This is an optimization exercise on Yosys and OpenROAD, whose aim is small area, a short achievable clock period and few clock cycles, not a production implementation. Only simulation tests tie the RTL to the original design; equivalence was not proved. Power and IR drop assume default switching activity.

## flow/constraint.sdc

```tcl
create_clock -name core_clock -period 6.5 [get_ports {clk}]
set_input_delay 1.3000 -clock core_clock [delete_from_list [all_inputs] [get_ports {clk}]]
set_output_delay 1.3000 -clock core_clock [all_outputs]
set_load 0.01 [all_outputs]
```

## flow/config.mk

```make
export PLATFORM = sky130hd
export DESIGN_NAME = exec_unit
export DESIGN_NICKNAME = exec_unit
export VERILOG_FILES = /design/flow/design.v
export SDC_FILE = /design/flow/constraint.sdc
export NUM_CORES = 4
export LEC_CHECK = 0
export CAP_MARGIN = 20
export CORE_MARGIN = 2
export CORE_UTILIZATION = 35
export SLEW_MARGIN = 20
```

## flow/design.v

```verilog
package exec_pkg;
	localparam int xlen = 32;
	localparam int op_count = 37;
	localparam int op_add = 0;
	localparam int op_sub = 1;
	localparam int op_xor = 2;
	localparam int op_or = 3;
	localparam int op_and = 4;
	localparam int op_sll = 5;
	localparam int op_srl = 6;
	localparam int op_sra = 7;
	localparam int op_slt = 8;
	localparam int op_sltu = 9;
	localparam int op_addi = 10;
	localparam int op_xori = 11;
	localparam int op_ori = 12;
	localparam int op_andi = 13;
	localparam int op_slli = 14;
	localparam int op_srli = 15;
	localparam int op_srai = 16;
	localparam int op_slti = 17;
	localparam int op_sltiu = 18;
	localparam int op_lb = 19;
	localparam int op_lh = 20;
	localparam int op_lw = 21;
	localparam int op_lbu = 22;
	localparam int op_lhu = 23;
	localparam int op_sb = 24;
	localparam int op_sh = 25;
	localparam int op_sw = 26;
	localparam int op_beq = 27;
	localparam int op_bne = 28;
	localparam int op_blt = 29;
	localparam int op_bge = 30;
	localparam int op_bltu = 31;
	localparam int op_bgeu = 32;
	localparam int op_jal = 33;
	localparam int op_jalr = 34;
	localparam int op_lui = 35;
	localparam int op_auipc = 36;
	typedef logic [op_count-1:0] op_word_t;
	typedef enum logic [3:0] {
		alu_add, alu_sub, alu_sll, alu_slt, alu_sltu,
		alu_xor, alu_srl, alu_sra, alu_or, alu_and
	} alu_op_e;
	typedef enum logic [2:0] {
		cls_alu, cls_load, cls_store, cls_branch,
		cls_jal, cls_jalr, cls_lui, cls_auipc
	} op_class_e;
	typedef enum logic [2:0] {
		mem_byte = 3'b000,
		mem_half = 3'b001,
		mem_word = 3'b010,
		mem_byte_u = 3'b100,
		mem_half_u = 3'b101,
		mem_word_u = 3'b110
	} mem_kind_e;
	typedef union packed {
		logic [xlen-1:0] value;  
		struct packed {
			logic [19:0] upper;
			logic [11:0] zero;
		} u_form;
	} imm_u;
	typedef struct packed {
		op_word_t op;
		logic [xlen-1:0] rs1;
		logic [xlen-1:0] rs2;
		imm_u imm;
		logic [xlen-1:0] pc;
	} issue_t;
	typedef struct packed {
		logic [xlen-1:0] rd_value;
		logic rd_we;
		logic jump;
		logic [xlen-1:0] jump_target;
	} result_t;
	typedef struct packed {
		logic [xlen-1:0] addr;
		logic [xlen-1:0] wdata;
		logic we;
	} mem_req_t;
endpackage
`timescale 1ns/1ps
module op_decode (
	input exec_pkg::op_word_t op,
	output logic add_rs2,        
	output logic sub_rs2,        
	output logic sub_imm,        
	output logic logic_imm,      
	output logic shift_imm,      
	output logic op_add,
	output logic op_xor,
	output logic op_or,
	output logic op_and,
	output logic op_sll,
	output logic op_shr,
	output logic op_sra,
	output logic is_load,
	output logic is_store,
	output logic is_sw,
	output logic is_byte,
	output logic is_half,
	output logic is_uns,
	output logic is_branch,
	output logic is_link,        
	output logic is_jalr,
	output logic is_lui,
	output logic is_auipc,
	output logic c_eq,           
	output logic c_lt,           
	output logic c_ltu,          
	output logic c_inv,          
	output logic c_set           
);
	assign is_branch = |op[exec_pkg::op_bgeu:exec_pkg::op_beq];
	assign add_rs2 = op[exec_pkg::op_add] | op[exec_pkg::op_sub] | op[exec_pkg::op_slt] |
		op[exec_pkg::op_sltu] | is_branch;
	assign sub_rs2 = op[exec_pkg::op_sub] | op[exec_pkg::op_slt] | op[exec_pkg::op_sltu] | is_branch;
	assign sub_imm = op[exec_pkg::op_slti] | op[exec_pkg::op_sltiu];
	assign logic_imm = op[exec_pkg::op_xori] | op[exec_pkg::op_ori] | op[exec_pkg::op_andi];
	assign shift_imm = op[exec_pkg::op_slli] | op[exec_pkg::op_srli] | op[exec_pkg::op_srai];
	assign op_add = op[exec_pkg::op_add] | op[exec_pkg::op_sub] | op[exec_pkg::op_addi];
	assign op_xor = op[exec_pkg::op_xor] | op[exec_pkg::op_xori];
	assign op_or = op[exec_pkg::op_or] | op[exec_pkg::op_ori];
	assign op_and = op[exec_pkg::op_and] | op[exec_pkg::op_andi];
	assign op_sll = op[exec_pkg::op_sll] | op[exec_pkg::op_slli];
	assign op_sra = op[exec_pkg::op_sra] | op[exec_pkg::op_srai];
	assign op_shr = op[exec_pkg::op_srl] | op[exec_pkg::op_srli] | op_sra;
	assign is_load = |op[exec_pkg::op_lhu:exec_pkg::op_lb];
	assign is_store = |op[exec_pkg::op_sw:exec_pkg::op_sb];
	assign is_sw = op[exec_pkg::op_sw];
	assign is_byte = op[exec_pkg::op_lb] | op[exec_pkg::op_lbu] | op[exec_pkg::op_sb];
	assign is_half = op[exec_pkg::op_lh] | op[exec_pkg::op_lhu] | op[exec_pkg::op_sh];
	assign is_uns = op[exec_pkg::op_lbu] | op[exec_pkg::op_lhu];
	assign is_link = op[exec_pkg::op_jal] | op[exec_pkg::op_jalr];
	assign is_jalr = op[exec_pkg::op_jalr];
	assign is_lui = op[exec_pkg::op_lui];
	assign is_auipc = op[exec_pkg::op_auipc];
	assign c_eq = op[exec_pkg::op_beq] | op[exec_pkg::op_bne];
	assign c_lt = op[exec_pkg::op_blt] | op[exec_pkg::op_bge] | op[exec_pkg::op_slt] |
		op[exec_pkg::op_slti];
	assign c_ltu = op[exec_pkg::op_bltu] | op[exec_pkg::op_bgeu] | op[exec_pkg::op_sltu] |
		op[exec_pkg::op_sltiu];
	assign c_inv = op[exec_pkg::op_bne] | op[exec_pkg::op_bge] | op[exec_pkg::op_bgeu];
	assign c_set = op[exec_pkg::op_slt] | op[exec_pkg::op_slti] | op[exec_pkg::op_sltu] |
		op[exec_pkg::op_sltiu];
endmodule
`timescale 1ns/1ps
module alu (
	input exec_pkg::op_word_t op,
	input logic [31:0] rs1,
	input logic [31:0] rs2,
	input logic [31:0] imm,
	input logic [31:0] pc,
	output logic is_mem,
	output logic is_byte,
	output logic is_half,
	output logic is_uns,
	output logic is_store,
	output logic is_sw,
	output logic [31:0] addr,
	output logic [31:0] rd_value,
	output logic rd_we,
	output logic [31:0] jump_target,
	output logic eq,
	output logic lt_s,
	output logic lt_u,
	output logic c_eq,
	output logic c_lt,
	output logic c_ltu,
	output logic c_inv,
	output logic c_set,
	output logic c_br,
	output logic c_link
);
	logic add_rs2, sub_rs2, sub_imm, logic_imm, shift_imm;
	logic op_add, op_xor, op_or, op_and, op_sll, op_shr, op_sra;
	logic is_load, is_jalr, is_lui, is_auipc;
	op_decode u_dec (.op(op), .add_rs2(add_rs2), .sub_rs2(sub_rs2), .sub_imm(sub_imm),
		.logic_imm(logic_imm), .shift_imm(shift_imm), .op_add(op_add), .op_xor(op_xor),
		.op_or(op_or), .op_and(op_and), .op_sll(op_sll), .op_shr(op_shr), .op_sra(op_sra),
		.is_load(is_load), .is_store(is_store), .is_sw(is_sw), .is_byte(is_byte),
		.is_half(is_half), .is_uns(is_uns), .is_branch(c_br), .is_link(c_link),
		.is_jalr(is_jalr), .is_lui(is_lui), .is_auipc(is_auipc), .c_eq(c_eq), .c_lt(c_lt),
		.c_ltu(c_ltu), .c_inv(c_inv), .c_set(c_set));
	assign is_mem = is_load | is_store;
	logic [31:0] b;
	logic [31:0] bx;
	logic sub;
	logic [31:0] sum;
	logic cout;
	assign b = add_rs2 ? rs2 : imm;
	assign sub = add_rs2 ? sub_rs2 : sub_imm;
	assign bx = add_rs2 ? (rs2 ^ {32{sub_rs2}}) : (imm ^ {32{sub_imm}});
	assign {cout, sum} = {1'b0, rs1} + {1'b0, bx} + {32'b0, sub};
	assign lt_u = !cout;
	assign lt_s = (rs1[31] == b[31]) ? lt_u : rs1[31];
	assign eq = rs1 == rs2;
	assign addr = sum;
	logic [31:0] bl;
	assign bl = logic_imm ? imm : rs2;
	logic [31:0] upper;
	logic [31:0] tsum;
	logic [31:0] link;
	assign upper = {imm[31:12], 12'b0};
	assign tsum = pc + (is_auipc ? upper : imm);
	assign link = pc + 32'd4;
	assign jump_target = is_jalr ? {sum[31:1], 1'b0} : tsum;
	assign rd_we = !(is_store | c_br);
	logic [4:0] shamt;
	logic [4:0] rot_amt;
	logic [63:0] rot2;
	logic [31:0] rot, keep, sh;
	assign shamt = shift_imm ? imm[4:0] : rs2[4:0];
	assign rot_amt = op_sll ? 5'd0 - shamt : shamt;
	assign rot2 = {rs1, rs1} >> rot_amt;
	assign rot = rot2[31:0];
	always_comb begin
		for (int i = 0; i < 32; i++)
			keep[i] = op_sll ? (5'(i) >= shamt) : (5'(31 - i) >= shamt);
	end
	assign sh = (rot & keep) | (~keep & {32{op_sra & rs1[31]}});
	always_comb begin
		rd_value = '0;
		if (op_add) rd_value = rd_value | sum;
		if (op_xor) rd_value = rd_value | (rs1 ^ bl);
		if (op_or) rd_value = rd_value | (rs1 | bl);
		if (op_and) rd_value = rd_value | (rs1 & bl);
		if (op_sll | op_shr) rd_value = rd_value | sh;
		if (c_link) rd_value = rd_value | link;
		if (is_lui) rd_value = rd_value | upper;
		if (is_auipc) rd_value = rd_value | tsum;
	end
endmodule
`timescale 1ns/1ps
module branch_unit (
	input logic eq,
	input logic lt_s,
	input logic lt_u,
	input logic c_eq,
	input logic c_lt,
	input logic c_ltu,
	input logic c_inv,
	output logic cond
);
	assign cond = ((c_eq & eq) | (c_lt & lt_s) | (c_ltu & lt_u)) ^ c_inv;
endmodule
`timescale 1ns/1ps
module lsu (
	input logic [31:0] rdata,
	input logic [31:0] wdata,
	input logic [1:0] off,
	input logic is_byte,
	input logic is_half,
	input logic is_uns,
	output logic [31:0] load_value,
	output logic [31:0] merged
);
	logic [7:0] lane_b;
	logic [15:0] lane_h;
	assign lane_b = rdata[{off, 3'b000} +: 8];
	assign lane_h = rdata[{off[1], 4'b0000} +: 16];
	always_comb begin
		if (is_byte)
			load_value = {{24{lane_b[7] & !is_uns}}, lane_b};
		else if (is_half)
			load_value = {{16{lane_h[15] & !is_uns}}, lane_h};
		else
			load_value = rdata;
	end
	always_comb begin
		merged = rdata;
		if (is_byte)
			merged[{off, 3'b000} +: 8] = wdata[7:0];
		else if (is_half)
			merged[{off[1], 4'b0000} +: 16] = wdata[15:0];
	end
endmodule
`timescale 1ns/1ps
module exec_unit (
	input logic clk,
	input logic rst_n,
	input logic in_valid,
	output logic in_ready,
	input exec_pkg::issue_t in,
	output logic out_valid,
	input logic out_ready,
	output exec_pkg::result_t out,
	output logic mem_req_valid,
	output exec_pkg::mem_req_t mem_req,
	input logic mem_req_ready,
	input logic mem_rsp_valid,
	input logic [exec_pkg::xlen-1:0] mem_rdata
);
	logic r_res;             
	logic r_req;             
	logic rsp_wait;          
	logic [31:0] r_q;        
	logic [31:0] p_q;        
	logic we_q;              
	logic eq_q, lt_s_q, lt_u_q;                  
	logic c_eq_q, c_lt_q, c_ltu_q, c_inv_q;      
	logic c_set_q, c_br_q, c_link_q;            
	logic st_q;              
	logic byte_q;            
	logic half_q;            
	logic uns_q;             
	logic [1:0] off_q;       
	logic [31:0] o_rd;
	logic [31:0] o_tgt;
	logic o_we;
	logic o_jump;
	logic is_mem;
	logic [31:0] res_rd;
	logic [31:0] res_tgt;
	logic res_we;
	logic [31:0] addr;
	logic f_eq, f_lt_s, f_lt_u, f_c_eq, f_c_lt, f_c_ltu, f_c_inv, f_c_set, f_c_br, f_c_link;
	logic a_byte, a_half, a_uns, a_st, a_sw;
	alu u_alu (.op(in.op), .rs1(in.rs1), .rs2(in.rs2), .imm(in.imm.value), .pc(in.pc),
		.is_mem(is_mem), .is_byte(a_byte), .is_half(a_half), .is_uns(a_uns),
		.is_store(a_st), .is_sw(a_sw), .addr(addr), .rd_value(res_rd), .rd_we(res_we),
		.jump_target(res_tgt), .eq(f_eq), .lt_s(f_lt_s), .lt_u(f_lt_u), .c_eq(f_c_eq),
		.c_lt(f_c_lt), .c_ltu(f_c_ltu), .c_inv(f_c_inv), .c_set(f_c_set), .c_br(f_c_br),
		.c_link(f_c_link));
	logic cond;
	branch_unit u_br (.eq(eq_q), .lt_s(lt_s_q), .lt_u(lt_u_q), .c_eq(c_eq_q), .c_lt(c_lt_q),
		.c_ltu(c_ltu_q), .c_inv(c_inv_q), .cond(cond));
	logic [31:0] load_value;
	logic [31:0] merged;
	lsu u_lsu (.rdata(mem_rdata), .wdata(r_q), .off(off_q), .is_byte(byte_q), .is_half(half_q),
		.is_uns(uns_q), .load_value(load_value), .merged(merged));
	logic o_free;
	logic rsp;
	logic req_done;
	logic st_done;           
	logic r_move;            
	logic r_free;            
	logic accept;
	assign o_free = !out_valid || out_ready;
	assign rsp = rsp_wait && mem_rsp_valid;
	assign mem_req_valid = (r_req && o_free) || (rsp && st_q);
	assign req_done = mem_req_valid && mem_req_ready;
	assign st_done = req_done && mem_req.we;
	assign r_move = r_res && o_free;
	assign r_free = (!r_res && !r_req && !rsp_wait) || r_move || st_done || (rsp && !st_q);
	assign in_ready = r_free;
	assign accept = in_valid && in_ready;
	assign mem_req.addr = p_q;
	assign mem_req.wdata = rsp_wait ? merged : r_q;
	assign mem_req.we = we_q || rsp_wait;
	assign out.rd_value = o_rd;
	assign out.rd_we = o_we;
	assign out.jump = o_jump;
	assign out.jump_target = o_jump ? o_tgt : '0;
	always_ff @(posedge clk) begin
		if (!rst_n) begin
			r_res <= 1'b0;
			r_req <= 1'b0;
			rsp_wait <= 1'b0;
			out_valid <= 1'b0;
		end else begin
			if (r_move)
				r_res <= 1'b0;
			if (req_done) begin
				r_req <= 1'b0;
				rsp_wait <= !mem_req.we;
			end
			if (rsp) begin
				rsp_wait <= 1'b0;
				r_req <= st_q && !mem_req_ready;  
			end
			if (accept) begin
				r_res <= !is_mem;
				r_req <= is_mem;
			end
			if (out_valid && out_ready)
				out_valid <= 1'b0;
			if (r_move || st_done || (rsp && !st_q))
				out_valid <= 1'b1;
		end
	end
	always_ff @(posedge clk) begin
		if (accept) begin
			r_q <= is_mem ? in.rs2 : res_rd;
			p_q <= is_mem ? {addr[31:2], 2'b00} : res_tgt;
			we_q <= is_mem ? a_sw : res_we;
			eq_q <= f_eq;
			lt_s_q <= f_lt_s;
			lt_u_q <= f_lt_u;
			c_eq_q <= f_c_eq;
			c_lt_q <= f_c_lt;
			c_ltu_q <= f_c_ltu;
			c_inv_q <= f_c_inv;
			c_set_q <= f_c_set;
			c_br_q <= f_c_br;
			c_link_q <= f_c_link;
			st_q <= a_st;
			byte_q <= a_byte;
			half_q <= a_half;
			uns_q <= a_uns;
			off_q <= addr[1:0];
		end else if (rsp && st_q) begin
			r_q <= merged;
			we_q <= 1'b1;
		end
	end
	always_ff @(posedge clk) begin
		if (r_move) begin
			o_rd <= {r_q[31:1], r_q[0] | (c_set_q & cond)};
			o_tgt <= p_q;
			o_we <= we_q;
			o_jump <= c_link_q | (c_br_q & cond);
		end else if (st_done || (rsp && !st_q)) begin
			o_rd <= st_done ? '0 : load_value;
			o_we <= !st_done;
			o_jump <= 1'b0;
		end
	end
endmodule
```

## flow/run.sh

```bash
#!/bin/bash
# synth_recipe.tcl (not shown) runs the flow's synth.tcl, then flattens the netlist and writes it again
# the make line also repeats each setting of config.mk as NAME=value (left out here)
make -C /OpenROAD-flow-scripts/flow DESIGN_CONFIG=/design/flow/config.mk WORK_HOME=/design/flow/orfs CLKGATE_MAP_FILE= SYNTH_SCRIPT=/design/flow/synth_recipe.tcl finish
```

==> run summary <==
layout by cell type (no fill, tap or decap), types with 12 or more instances in the layout:
master / n
clkbuf_16: 17
nand4_1: 21
and3_1: 37
nand2_1: 230
mux2i_1: 107
or3_1: 25
nor4_1: 16
xnor2_1: 77
edfxtp_1: 147
o21a_1: 15
o211ai_1: 16
nor3b_1: 34
a31oi_1: 21
or2_2: 24
a211oi_1: 101
a21oi_1: 171
inv_1: 109
buf_4: 125
nand2b_1: 14
a21o_1: 34
nor3_1: 57
o21ai_0: 203
xor2_1: 71
o221ai_1: 14
nor2_1: 152
mux4_2: 22
mux2_2: 53
ha_1: 136
nor2b_1: 35
a221oi_1: 22
and2_1: 40
nand3_1: 64
clkdlybuf4s50_1: 334
a22oi_1: 53
a22o_1: 12
cell usage after synthesis (15+ instances only):
| cell type | number |
|---|---|
| nor2b_1 | 35 |
| o211ai_1 | 16 |
| nor2_1 | 155 |
| o21ai_0 | 205 |
| nor3_1 | 59 |
| nand4_1 | 21 |
| a21o_1 | 34 |
| ha_1 | 136 |
| mux4_2 | 22 |
| and3_1 | 37 |
| inv_1 | 111 |
| mux2_2 | 53 |
| a31oi_1 | 21 |
| xnor2_1 | 78 |
| buf_2 | 20 |
| or2_2 | 24 |
| nand2_1 | 230 |
| nor4_1 | 16 |
| a21oi_1 | 172 |
| clkbuf_1 | 132 |
| xor2_1 | 71 |
| nand3_1 | 64 |
| a211oi_1 | 101 |
| o21a_1 | 15 |
| nor3b_1 | 34 |
| or3_1 | 25 |
| a221oi_1 | 22 |
| mux2i_1 | 107 |
| and2_1 | 40 |
| a22oi_1 | 53 |
| edfxtp_1 | 147 |
final timing paths:
path	startpoint	end	cells after the start
max	in[156]	r_q[21]	20
min	p_q[8]	o_tgt[8]	0
max reg2reg	rsp_wait	r_q[27]	13
min reg2reg	p_q[8]	o_tgt[8]	0
power breakdown:
part           internal, mW  switching [mW]  total (mW)
clock                 0.540           0.511        1.05
sequential             1.17          0.0774        1.25
combinational         0.855            1.26        2.11
worst max-delay path: stages:
cell	delay (ns)
clkdlybuf4s50_1	0.41
or2_2	0.31
nand2b_1	0.16
or4_2	0.73
buf_4	0.21
buf_4	0.26
nor3b_1	0.25
a211oi_1	0.08
ha_1	0.36
and3_1	0.22
buf_4	0.14
a221o_1	0.31
a21oi_1	0.15
o21ai_1	0.24
a41oi_1	0.36
xor2_1	0.22
nor2_1	0.06
a2111oi_0	0.47
buf_4	0.18
a21oi_1	0.06
final cells by class:
class                   count  share of cell area
clock inverters            13             0.00549
repair buffers            465               0.173
inverters                 112              0.0166
well taps                 756              0.0374
clock buffers              19              0.0171
multi-input cells        2043               0.573
flip-flops and latches    151               0.178
per-stage QoR:
step / setup TNS [ns] / utilization / area, um^2 / hold slack, ns
CTS: 0 / 0.447 / 25300 / 0.465
detailed placement: -0.529 / 0.437 / 24700 / 0.450
finish: 0 / 0.447 / 25300 / 0.453
global placement: -0.123 / 0.436 / 24700 / 0.439
global route: 0 / 0.447 / 25300 / 0.474
floorplan: 0 / - / 20100 / 0.467
sequential cells by signal (all words and copies together), names as in the netlist, 2 cells and up:
name / count
o_rd: 32
o_tgt: 32
off_q: 2
p_q: 32
r_q: 32
per-layer routing:
layer,GRT usage,up-vias,wire [um]
li1,-,9922,-
met1,0.445,10700,41800
met2,0.520,1350,45300
met3,0.0638,256,9280
met4,0.184,0,6390
met5,0,-,0
kinds of logic after synthesis:
| logic type | share of synthesized area |
|---|---|
| flip-flops | 0.224 |
| buffers and inverters | 0.0586 |
| multiplexers | 0.116 |
| adder cells (fa/ha/maj) | 0.0882 |
| AO/OA/AOI/OAI | 0.255 |
| XOR/XNOR | 0.0650 |
| AND/OR/NAND/NOR | 0.193 |
==> run_results.csv <==
group,metric,value,unit
outcome,status,"timing/DRC/antenna clean",
cells_and_area,seq_area,4490,um^2
setup_path,crit_path_end_kind,"flop",
detailed_routing,ant_nets,0,
timing,hold_viol,0,
grt,grt_max_degree,109,
synthesis,ys_types,87,
setup_path,cp.required,6.75,ns
clock_network,cts_setup_buffers,0,
power_and_ir_drop,p_per_area,175,nW/um^2
timing,rsz0062_at_grt,"no",
synthesis,synth_area,20100,um^2
detailed_routing,drcViolationCount,0,
cells_and_area,fillers,5606,
cells_and_area,multi_input_area,14500,um^2
placed_design,dpl.cell_count,3527,
timing,worst_slack,0.235,ns
synthesis,synth_area_per_cell,8.10,um^2
grt,grt_pass1_wl,148000,um
detailed_routing,vias_per_cell,6.25,
placed_design,place_ws,-0.167,ns
synthesis,yosys-top-cells-area,"edfxtp_1 22%, ha_1 8.5%, mux2i_1 5.3%",
grt,gr-usage-all-layers,0.337,
clock_network,cts_tree,"built",
timing,fmax,160,MHz
detailed_routing,drt_iter0_drc,2785,
hold_path,hold_path.class,"flop to flop",
timing,setup_viol,0,
clock_network,cts_buffers,17,
timing,post-route-period-util,0.964,
setup_path,worst_setup_path_start_kind,"input port",
cells_and_area,drive_above_1_share,0.104,
die,chipHeight,244,um
cells_and_area,antenna_cells,0,
grt,grt_pass1_vias,21100,
power_and_ir_drop,ir_drop,0.184,mV
synthesis,synthArstFlopShare,0,
placed_design,place_congestion,0.992,
cells_and_area,syn2layout_area_growth,25.9,%
synthesis,synth_seq_cells,151,
power_and_ir_drop,leakage,9.72,nW
clock_network,path_clk_slew,0.08,ns
clock_network,clk_path_buf_depth,2,
clock_network,cts-root-buf,"clkbuf_16",
timing,fin_skew,0.0190,ns
clock_network,cts_max_level,4,
synthesis,synth_edf_count,147,
synthesis,ys_warn_count,3,
cells_and_area,fin_nets,3132,
cells_and_area,layoutNonFillerInstCount,3559,
timing,period_needed,6.26,ns
die,core,56600,um^2
setup_path,crit_fanout,47,
timing,max_slew_margin,0.235,
grt,antenna_found_initial,1,
placed_design,dp_hpwl,80700,um
clock_network,postCtsResizedCells,0,
detailed_routing,wirelength,103000,um
timing,slew_viol_final,0,
die,die-area,59300,um^2
power_and_ir_drop,p_total,4.41,mW
die,rows,87,
die,die_w,244,um
detailed_routing,wl_per_cell,28.9,um
synthesis,syn_nets,2823,
synthesis,synth_top_area_frac,0.220,
synthesis,synth_ff_type,"edfxtp_1",
clock_network,clock_latency,0.51,ns
clock_network,cts_sinks,151,
detailed_routing,firstDrtPassIters,7,
synthesis,synth_top_cell_by_area,"edfxtp_1",
detailed_routing,vias,22300,
grt,overflow,0,
placed_design,place.port_buffers,336,
synthesis,ys_seq_area_frac,0.224,
setup_path,r2r_slack,2.43,ns
die,floorplan.initialDensity,0.355,
setup_path,crit_arrival,6.51,ns
run,cap_violations,0,
setup_path,critPathKind,"input port to flop",
clock_network,cts_hold_buf,0,
die,io_pins,337,
synthesis,synth_cells,2481,
timing,worstMarginPinSlew,1.15,ns
Testbench counts, summed over its fixed seeds: cycles 4,069.

re-timing with driven ports:
The results above use ideal ports. As a check the final layout listed here was re-extracted and re-timed, cells and wires unchanged. Step 1: set_driving_cell puts a clkbuf_16 on clk and a buf_2 on each other input, an assumption about the parent block. Step 2 moves the port delays by t, midway between the first and last clock arrival at a register: inputs arrive t later, outputs are due t later. That takes back most of the time a late clock gives input paths. Slacks: ideal ports / drivers / drivers and shift; pairs: ideal ports / drivers.
t, ns: 0.554
setup slack, ns: 0.235 / 0.269 / -0.285
slew at the worst register clock pin (ns): 0.08 / 0.08
With both steps, setup timing fails in this run, where it was met with ideal ports. For this run, drivers alone change the setup slack by +0.034 ns; drivers and shift together by -0.520 ns.
